From an optimization exercise on the open Yosys and OpenROAD flow, aimed at small area, a short achievable clock period and few clock cycles; shortcuts taken in it are not production practice. The RTL was checked by simulation tests, not by an equivalence proof against the original design.

==> trial 97: inputs <==
Design mm_top, start of the top module:
module mm_top (
  input  logic         clk_i,
  input  logic         rst_n_i,
  input  logic         instr_valid_i,
  input  logic [15:0]  a_addr_i,
  input  logic [15:0]  b_addr_i,
  input  logic [15:0]  c_addr_i,
  input  logic [12:0]  len_i,
  output logic         instr_ready_o,
  output logic         done_o,
  output logic         a_rd_req_o,
  output logic [15:0]  a_rd_addr_o,
  input  logic         a_rd_valid_i,
  input  logic [31:0]  a_rd_data_i,
  output logic         b_rd_req_o,
  output logic [15:0]  b_rd_addr_o,
  input  logic         b_rd_valid_i,
  input  logic [31:0]  b_rd_data_i,
  output logic         wr_valid_o,
  output logic [15:0]  wr_addr_o,
  output logic [127:0] wr_data_o,
  input  logic         wr_ready_i
);
Settings: LEC_CHECK=0, CAP_MARGIN=20, CORE_MARGIN=2, CORE_UTILIZATION=65, SETUP_SLACK_MARGIN=3.4, SLEW_MARGIN=20, TNS_END_PERCENT=100; clock period 6.0 ns.
standard.sh (not shown) runs the stock make flow with config.mk's settings and CLKGATE_MAP_FILE= SYNTH_SCRIPT=/design/flow/synth_recipe.tcl, a recipe that flattens the netlist after the stock synthesis.
==> flow/flow/run.sh <==
#!/bin/bash
# Layout: the standard flow (standard.sh) unchanged, except that the port
# buffers are sky130_fd_sc_hd__buf_2 instead of the resizer's default pick (a
# clkdlybuf4s50 delay cell, which the timing repair then cannot resize). Every
# port still gets its own buffer.
set -euo pipefail
bash standard.sh "BUFFER_PORTS_ARGS=-buffer_cell sky130_fd_sc_hd__buf_2" finish > standard_flow.log 2>&1
==> trial 89: changes against trial 97 <==
--- a/flow/design.v
+++ b/flow/design.v
@@ -193,40 +193,35 @@
     end
   end
   always_ff @(posedge clk_i or negedge rst_n_i) begin
     if (!rst_n_i) begin
       a_more_q <= 1'b0; b_more_q <= 1'b0;
       a_req_q  <= 1'b0; b_req_q  <= 1'b0;
-      ahv_q <= 1'b0; bhv_q <= 1'b0;
+      ahv_q <= 1'b0; ah_q <= '0; a3h_q <= '0;
+      bhv_q <= 1'b0; bh_q <= '0;
       pcnt_q <= 2'd0; pown_q <= 1'b0;
     end else begin
       a_more_q <= a_more_d;
       b_more_q <= b_more_d;
       ahv_q  <= ahv_d;
       bhv_q  <= bhv_d;
       pcnt_q <= pcnt_d;
       pown_q <= pown_d;
       a_req_q <= a_more_d && (!ahv_d || bhv_d || pcnt_d != 2'd2);
       b_req_q <= b_more_d && (!bhv_d || ahv_d || pcnt_d != 2'd2);
-    end
-  end
-  always_ff @(posedge clk_i) begin
-    if (!busy_q) begin
-      ah_q  <= 32'd0;
-      a3h_q <= 40'd0;
-      bh_q  <= 48'd0;
-    end else if (fire) begin
-      ah_q  <= a_pool ? p0_q : (a_take ? a_rd_data_i : 32'd0);
-      a3h_q <= a_pool ? triple(p0_q) : (a_take ? triple(a_rd_data_i) : 40'd0);
-      bh_q  <= b_pool ? pick(p0_q) : (b_take ? pick(b_rd_data_i) : 48'd0);
-    end else begin
-      if (a_take && !ahv_q) begin
-        ah_q  <= a_rd_data_i;
-        a3h_q <= triple(a_rd_data_i);
+      if (fire) begin
+        ah_q  <= a_pool ? p0_q : (a_take ? a_rd_data_i : 32'd0);
+        a3h_q <= a_pool ? triple(p0_q) : (a_take ? triple(a_rd_data_i) : 40'd0);
+        bh_q  <= b_pool ? pick(p0_q) : (b_take ? pick(b_rd_data_i) : 48'd0);
+      end else begin
+        if (a_take && !ahv_q) begin
+          ah_q  <= a_rd_data_i;
+          a3h_q <= triple(a_rd_data_i);
+        end
+        if (b_take && !bhv_q) bh_q <= pick(b_rd_data_i);
       end
-      if (b_take && !bhv_q) bh_q <= pick(b_rd_data_i);
     end
   end
   logic        p_push, p_pop;
   logic [31:0] p_in;
   assign p_pop  = fire && pcnt_q != 2'd0;
   assign p_push = fire ? ((a_pool && a_take) || (b_pool && b_take))
CORE_UTILIZATION = 55   (was 65)
SETUP_SLACK_MARGIN = 3.3   (was 3.4)
==> results.json <==
{
  "outcome": "timing/DRC/antenna clean",
  "worst_setup_slack_post_dpl_ns": 2.54,
  "ys_top_cells_by_count": "dfxtp_1 (928), inv_1 (658), nor2_1 (641)",
  "layout-drive-gt1-share_pct": 13.2
}
[end of results for trial 89]
==> results.json <==
{
  "outcome": "timing/DRC/antenna clean",
  "ys_top_cells_by_count": "dfxtp_1 (1044), inv_1 (700), nor2_1 (645)",
  "boundaryPins": 312,
  "remaining_drc_errors": 0,
  "layout-drive-gt1-share_pct": 14.2,
  "setup-tns-final_ns": 0
}
[end of results for trial 97]
Testbench counts of trial 97, summed over its fixed seeds: cycles 19,415.
Testbench counts of trial 89, summed over its fixed seeds: cycles 19,415.

[port drivers added, routing unchanged]
How much do the figures lean on ideal ports? The routed layouts below were timed once more, with nothing changed but the port constraints. Step 1 sets driving cells, clkbuf_16 on the clock port and buf_2 on the other inputs (assumed; they add their load-dependent delay and slew). Step 2 adds t to the input delays and takes it off the output delays; t is the mean of the earliest and latest rising clock arrival at the registers after step 1. Input paths then give back, and output paths get back, about the clock's delay inside the block. Three values: ideal, step 1, step 2; two values: the first two.
run | t, ns | setup slack, ns | worst setup path at the end
trial 97 | 0.834 | 3.369 / 3.300 / 2.789 | input to register
trial 89 | 0.862 | 3.240 / 3.236 / 2.789 | input to register
After both steps every run listed still meets setup and hold. The setup slack of trial 97, which loses most, moves by -0.069 ns with the drivers and by -0.580 ns with both steps.
